This design comes from an exercise in tuning for small area and a short achievable clock period on the open sky130 flow, not from production work.
In this exercise RTL edits were held to simulation tests only and were not proved equivalent to the original.
Power and IR drop assume default switching activity.

===== design/flow/design.v =====
module mcdf_arb_n #(
    parameter  int NCH   = 4,
    parameter  int DW    = 32,
    parameter  int DEPTH = 32,
    localparam int ID_W  = (NCH > 1) ? $clog2(NCH) : 1
) (
    input  logic                clk_i,
    input  logic                rstn_i,
    input  logic [NCH*DW-1:0]   ch_data_i,
    input  logic [NCH-1:0]      ch_valid_i,
    output logic [NCH-1:0]      ch_ready_o,
    input  logic [NCH-1:0]      cfg_en_i,
    input  logic [NCH*2-1:0]    cfg_prio_i,
    input  logic [NCH*3-1:0]    cfg_pkglen_i,
    output logic [NCH*8-1:0]    margin_o,
    input  logic                f2a_id_req_i,
    input  logic                f2a_ack_i,
    output logic                a2f_val_o,
    output logic [ID_W-1:0]     a2f_id_o,
    output logic [DW-1:0]       a2f_data_o,
    output logic [2:0]          a2f_pkglen_sel_o
);
    localparam int AW = $clog2(DEPTH);
    localparam int CW = AW + 1;
    typedef enum logic {S_IDLE, S_XFER} state_t;
    state_t          state, state_nx;
    logic [DW-1:0]   mem    [NCH][DEPTH];
    logic [AW-1:0]   wr_ptr [NCH];
    logic [AW-1:0]   rd_ptr [NCH];
    logic [CW-1:0]   count  [NCH];
    logic [NCH-1:0]  rdy, push, pop, elig;
    logic [ID_W-1:0] rr_ptr, winner;
    logic            win_found, grant_go, xfer_pop;
    logic [1:0]      best_prio;
    int unsigned     idx;
    logic [5:0]      pkt_len, wcnt;
    function automatic logic [5:0] len_decode(input logic [2:0] sel);
        case (sel)
            3'd0:    len_decode = 6'd4;
            3'd1:    len_decode = 6'd8;
            3'd2:    len_decode = 6'd16;
            default: len_decode = 6'd32;
        endcase
    endfunction
    assign a2f_val_o  = (state == S_XFER) && (count[a2f_id_o] != '0);
    assign a2f_data_o = (state == S_XFER) ? mem[a2f_id_o][rd_ptr[a2f_id_o]] : '0;
    assign xfer_pop   = a2f_val_o && f2a_ack_i;
    assign ch_ready_o = rdy;
    always_comb begin
        rdy      = '0;
        push     = '0;
        pop      = '0;
        elig     = '0;
        margin_o = '0;
        for (int unsigned n = 0; n < NCH; n++) begin
            rdy[n]             = cfg_en_i[n] && (count[n] < CW'(DEPTH));
            push[n]            = ch_valid_i[n] && rdy[n];
            pop[n]             = xfer_pop && (a2f_id_o == ID_W'(n));
            elig[n]            = cfg_en_i[n] && (count[n] != '0);
            margin_o[n*8 +: 8] = 8'(CW'(DEPTH) - count[n]);
        end
    end
    always_comb begin
        win_found = 1'b0;
        winner    = rr_ptr;
        best_prio = 2'd3;
        idx       = 0;
        for (int unsigned k = 1; k <= NCH; k++) begin
            idx = (32'(rr_ptr) + k) % NCH;
            if (elig[idx] && (!win_found || cfg_prio_i[idx*2 +: 2] < best_prio)) begin
                win_found = 1'b1;
                winner    = ID_W'(idx);
                best_prio = cfg_prio_i[idx*2 +: 2];
            end
        end
    end
    assign grant_go = (state == S_IDLE) && f2a_id_req_i && win_found;
    always_comb begin
        state_nx = state;
        case (state)
            S_IDLE: if (grant_go) state_nx = S_XFER;
            S_XFER: if (xfer_pop && (wcnt == pkt_len - 6'd1)) state_nx = S_IDLE;
            default: state_nx = S_IDLE;
        endcase
    end
    always_ff @(posedge clk_i or negedge rstn_i) begin
        if (!rstn_i) begin
            state            <= S_IDLE;
            a2f_id_o         <= '0;
            a2f_pkglen_sel_o <= '0;
            rr_ptr           <= ID_W'(NCH - 1);
            pkt_len          <= '0;
            wcnt             <= '0;
        end else begin
            state <= state_nx;
            if (grant_go) begin
                a2f_id_o         <= winner;
                rr_ptr           <= winner;
                a2f_pkglen_sel_o <= cfg_pkglen_i[32'(winner)*3 +: 3];
                pkt_len          <= len_decode(cfg_pkglen_i[32'(winner)*3 +: 3]);
                wcnt             <= '0;
            end else if (xfer_pop) begin
                wcnt <= wcnt + 6'd1;
            end
        end
    end
    always_ff @(posedge clk_i or negedge rstn_i) begin
        if (!rstn_i) begin
            for (int unsigned n = 0; n < NCH; n++) begin
                wr_ptr[n] <= '0;
                rd_ptr[n] <= '0;
                count[n]  <= '0;
            end
        end else begin
            for (int unsigned n = 0; n < NCH; n++) begin
                if (push[n]) wr_ptr[n] <= wr_ptr[n] + AW'(1);
                if (pop[n])  rd_ptr[n] <= rd_ptr[n] + AW'(1);
                if (push[n] && !pop[n])      count[n] <= count[n] + CW'(1);
                else if (pop[n] && !push[n]) count[n] <= count[n] - CW'(1);
            end
        end
    end
    always_ff @(posedge clk_i) begin
        for (int unsigned n = 0; n < NCH; n++) begin
            if (push[n]) mem[n][wr_ptr[n]] <= ch_data_i[n*DW +: DW];
        end
    end
endmodule

===== design/flow/config.mk =====
export PLATFORM = sky130hd
export DESIGN_NAME = mcdf_arb_n
export DESIGN_NICKNAME = mcdf_arb_n
export VERILOG_FILES = /design/flow/design.v
export SDC_FILE = /design/flow/constraint.sdc
export NUM_CORES = 4
export LEC_CHECK = 0
export CAP_MARGIN = 20
export CORE_MARGIN = 2
export CORE_UTILIZATION = 40
export SLEW_MARGIN = 20

===== design/flow/constraint.sdc =====
create_clock -name core_clock -period 8.0 [get_ports {clk_i}]
set_input_delay 1.6000 -clock core_clock [delete_from_list [all_inputs] [get_ports {clk_i}]]
set_output_delay 1.6000 -clock core_clock [all_outputs]
set_load 0.01 [all_outputs]

===== design/flow/run.sh =====
#!/bin/bash
# synth_recipe.tcl (not shown) runs the flow's synth.tcl, then flattens the netlist and writes it again
# the make line also repeats each setting of config.mk as NAME=value (left out here)
make -C /OpenROAD-flow-scripts/flow DESIGN_CONFIG=/design/flow/config.mk WORK_HOME=/design/flow/orfs CLKGATE_MAP_FILE= SYNTH_SCRIPT=/design/flow/synth_recipe.tcl finish

==> flow_summary.toml <==
[hold_path]
holdCritPathClass = "register to register"

[drt]
wire_per_inst_um = 32.1
ant_nets = 0
vias = 82219
drtPass1Iterations = 6
viasPerCell = 5.87
initialDrtViolationCount = 9490
totalWireLength_mm = 450
drc = 0

[cells_and_area]
fillers = 33520
multi_input_area_um2 = 37100
ff_latch_area_um2 = 125000
nNetsFinal = 8357
final_cell_area_um2 = 188000
drive_gt1_share_pct = 26.8
area_growth_pct = 15.4

[cts]
clkSinkCount = 4178
cts_inserted_buffers = 419
cts_tree = "built"
clk_latency_ns = 0.98
htree_levels = 5
cts.path.max_buffers = 4
ctsRootBufferMaster = "clkbuf_16"
clk_pin_slew_worst_paths_ns = 0.06

[placement]
io_buffer_count = 233
hpwlAfterDp_mm = 258
place_congestion = 0.831
place_area_um2 = 175000

[worst_setup_path]
critPathLaunch = "a2f_id_o[0]"
r2r_end = "pkt_len[5]"
ff2ff_path_depth = 24
critPathLaunchType = "register"
cp.arrival_ns = 6.27
critPathKind = "register to output port"
rrSetupSlack_ns = 1.27
required_ns = 6.40
crit_end = "a2f_data_o[7]"
path_max_fanout = 78
r2r-start = "count[0][0]"
endpoint_kind = "output port"

[synth]
synth.cells.most_frequent = "edfxtp_1, mux4_2, nand2_1"
synthFlopType = "edfxtp_1"
synth_cells = 7601
async_flop_share_pct = 1.96
synth_edf_count = 4096
yosysSeqAreaShare_pct = 76.6
postSynthAreaPerCell_um2 = 21.5
mappedNetlistArea_um2 = 163000
synth_area_leader_cell = "edfxtp_1"
yosysMostFrequentCell = "edfxtp_1"
yosysTopAreaCellShare_pct = 75.4
ys_types = 69
yosysWarningCount = 4
mappedNetlistNets = 7802
synth_seq_cells = 4178
synthTopCellsByArea = "edfxtp_1, mux4_2, dfrtp_1"

[floorplanning]
dieArea_um2 = 413000
start_util_pct = 40.2
fp.dieW_um = 643
die_h_um = 643
coreArea_um2 = 406000
core.rowCount = 234
ios = 234

[job]
maxCapViolCount = 0

[sta]
skew_ns = 0.0577
layout_min_cycle_time_ns = 7.87
fmax_ghz = 0.127
final-hold-violation-count = 0
period_share_pct = 98.4
setup_violations = 0
maxSlewViolCount = 0
worstMarginPinSlew_ns = 1.18
setup_tns_ns = 0
relSlewSlack_pct = 20.8
rsz0062_at_grt = "no"

[global_routing]
grt_use_total_pct = 21.4
grt_pass1_wl_mm = 632
grt_pass1_vias = 82312
grt_antenna_before_repair = 92
grt_max_degree = 98
grt_overflow = 0

[power]
cellPowerDensity_nw_per_um2 = 422
p_leak_nw = 58.4
vdd_ir_drop_max_v = 0.000369

[status]
outcome = "finished clean"
## worst max-delay path: stages, from the launching register on
cell and delay (ns):
dfrtp_4 0.56, mux4_4 1.18, buf_12 0.43, mux4_2 0.38
and2_1 0.17, a211oi_1 0.31, a311oi_1 0.10, a21oi_1 0.85
mux4_2 0.53, nor2b_1 0.08, clkdlybuf4s50_1 0.48
## power by group
group	internal (mW)	total [mW]	switching [mW]	leakage, nW
clock	11.1	19.4	8.28	6.55
combinational	15.5	35.0	19.6	14.0
sequential	24.7	25.2	0.498	37.8
## worst min path at each step
stage                        end  slack (ns)         start  cells past startpoint
CTS                 rd_ptr[2][4]        0.48  rd_ptr[2][4]                      1
global route        rd_ptr[2][4]        0.50  rd_ptr[2][4]                      1
detailed placement  rd_ptr[2][4]        0.47  rd_ptr[2][4]                      1
floorplan           rd_ptr[2][4]        0.44  rd_ptr[2][4]                      1
global placement    rd_ptr[1][4]        0.46  rd_ptr[1][4]                      1
finish              rd_ptr[2][4]        0.47  rd_ptr[2][4]                      1
## cell usage in the layout, fill, tap and decap left out, types with 7 or more instances in the layout
cell type and instances:
mux4_2 1113, a21oi_1 117, buf_2 25, buf_12 56
nor3_1 9, nor2b_1 32, nand2_1 499, and2_1 214
ha_1 37, or3b_2 7, o2111ai_1 7, inv_1 29
clkdlybuf4s50_1 207, nand3b_1 22, edfxtp_1 4096, nand4_1 19
xor2_1 25, nand3_1 8, xnor2_1 59, dfrtp_1 77
mux2i_1 27, nor2_1 47, a31oi_1 104, clkinv_2 74
buf_4 303, a211oi_1 212, a311oi_1 109, inv_6 7
clkbuf_16 432, clkinv_1 104, clkinvlp_4 20, bufinv_16 38
o21ai_0 21, nor2_4 116, clkbuf_1 86, mux2_2 16
diode_2 78
## area by class of cell
type | count | area share [%]
clock inverters | 257 | 1.23
diodes | 78 | 0.104
inverters | 31 | 0.0618
repair buffers | 595 | 3.01
multi-input cells | 2931 | 19.7
well taps | 5428 | 3.60
flip-flops and latches | 4178 | 66.4
clock buffers | 518 | 5.91
## per-stage QoR
| step | power [mW] | utilization (%) | setup slack, ns | hold WS, ns | cells |
|---|---|---|---|---|---|
| floorplan | 46.9 | - | 1.97 | 0.440 | 7601 |
| global placement | 60.8 | 43.0 | 0.623 | 0.464 | 13154 |
| detailed placement | 61.0 | 43.0 | 0.696 | 0.466 | 13157 |
| CTS | 80.3 | 46.3 | 0.0341 | 0.477 | 13934 |
| global route | 82.7 | 46.3 | 0.0373 | 0.498 | 13998 |
| finish | 79.6 | 46.4 | 0.131 | 0.474 | 14016 |
## state kept, by name, indices dropped and copies added (netlist names)
register and cells:
rr_ptr 2, count 24, pkt_len 4, wr_ptr 20, wcnt 6, mem 4096, a2f_id_o 2, a2f_pkglen_sel_o 3
rd_ptr 20, state 1
## kinds of logic after synthesis
family | Yosys count | share of synthesized area (%)
compound gates | 625 | 2.72
xor+xnor | 84 | 0.451
fa+ha+maj | 41 | 0.333
buf+inv | 494 | 1.26
flops | 4178 | 76.6
mux | 1161 | 15.7
simple gates | 1018 | 2.93
## what timing repair did
item,CTS,global route
gates cloned,2,0
pin swaps,1,0
hold buffers,0,0
setup buffers,0,2
resized for setup,3,0
setup endpoints to repair,4,2
## layer usage
metal / up-vias / GRT usage, % / part of all wire (%)
met5: - / 0 / 0.055
met4: 42 / 7.10 / 3.4
met3: 737 / 3.52 / 7.9
met2: 3780 / 35.2 / 49
met1: 44621 / 29.2 / 40
li1: 33039 / - / -

==> static timing again, ports no longer ideal <==
Ports are ideal in the flow. The routed layout listed here was re-timed in OpenROAD.
Step 1 assumes that a clkbuf_16 drives the clock port and a buf_2 every other input.
Step 2 times the ports against the registers' clock, not the clock port: input delays grow and output delays shrink by t, the midpoint of the rising clock arrivals with the driver on.
a / b / c = ideal / step 1 / step 2; a / b = the first two.
shift t [ns]: 1.065
setup slack, ns: 0.131 / 0.023 / 0.557
worst slew at a driven data input, ns: 0.26
cell pins on the clock port's net: 1
After both steps setup and hold are still met in this run. The setup slack of this run moves by -0.108 ns with the drivers and by +0.426 ns with both steps.
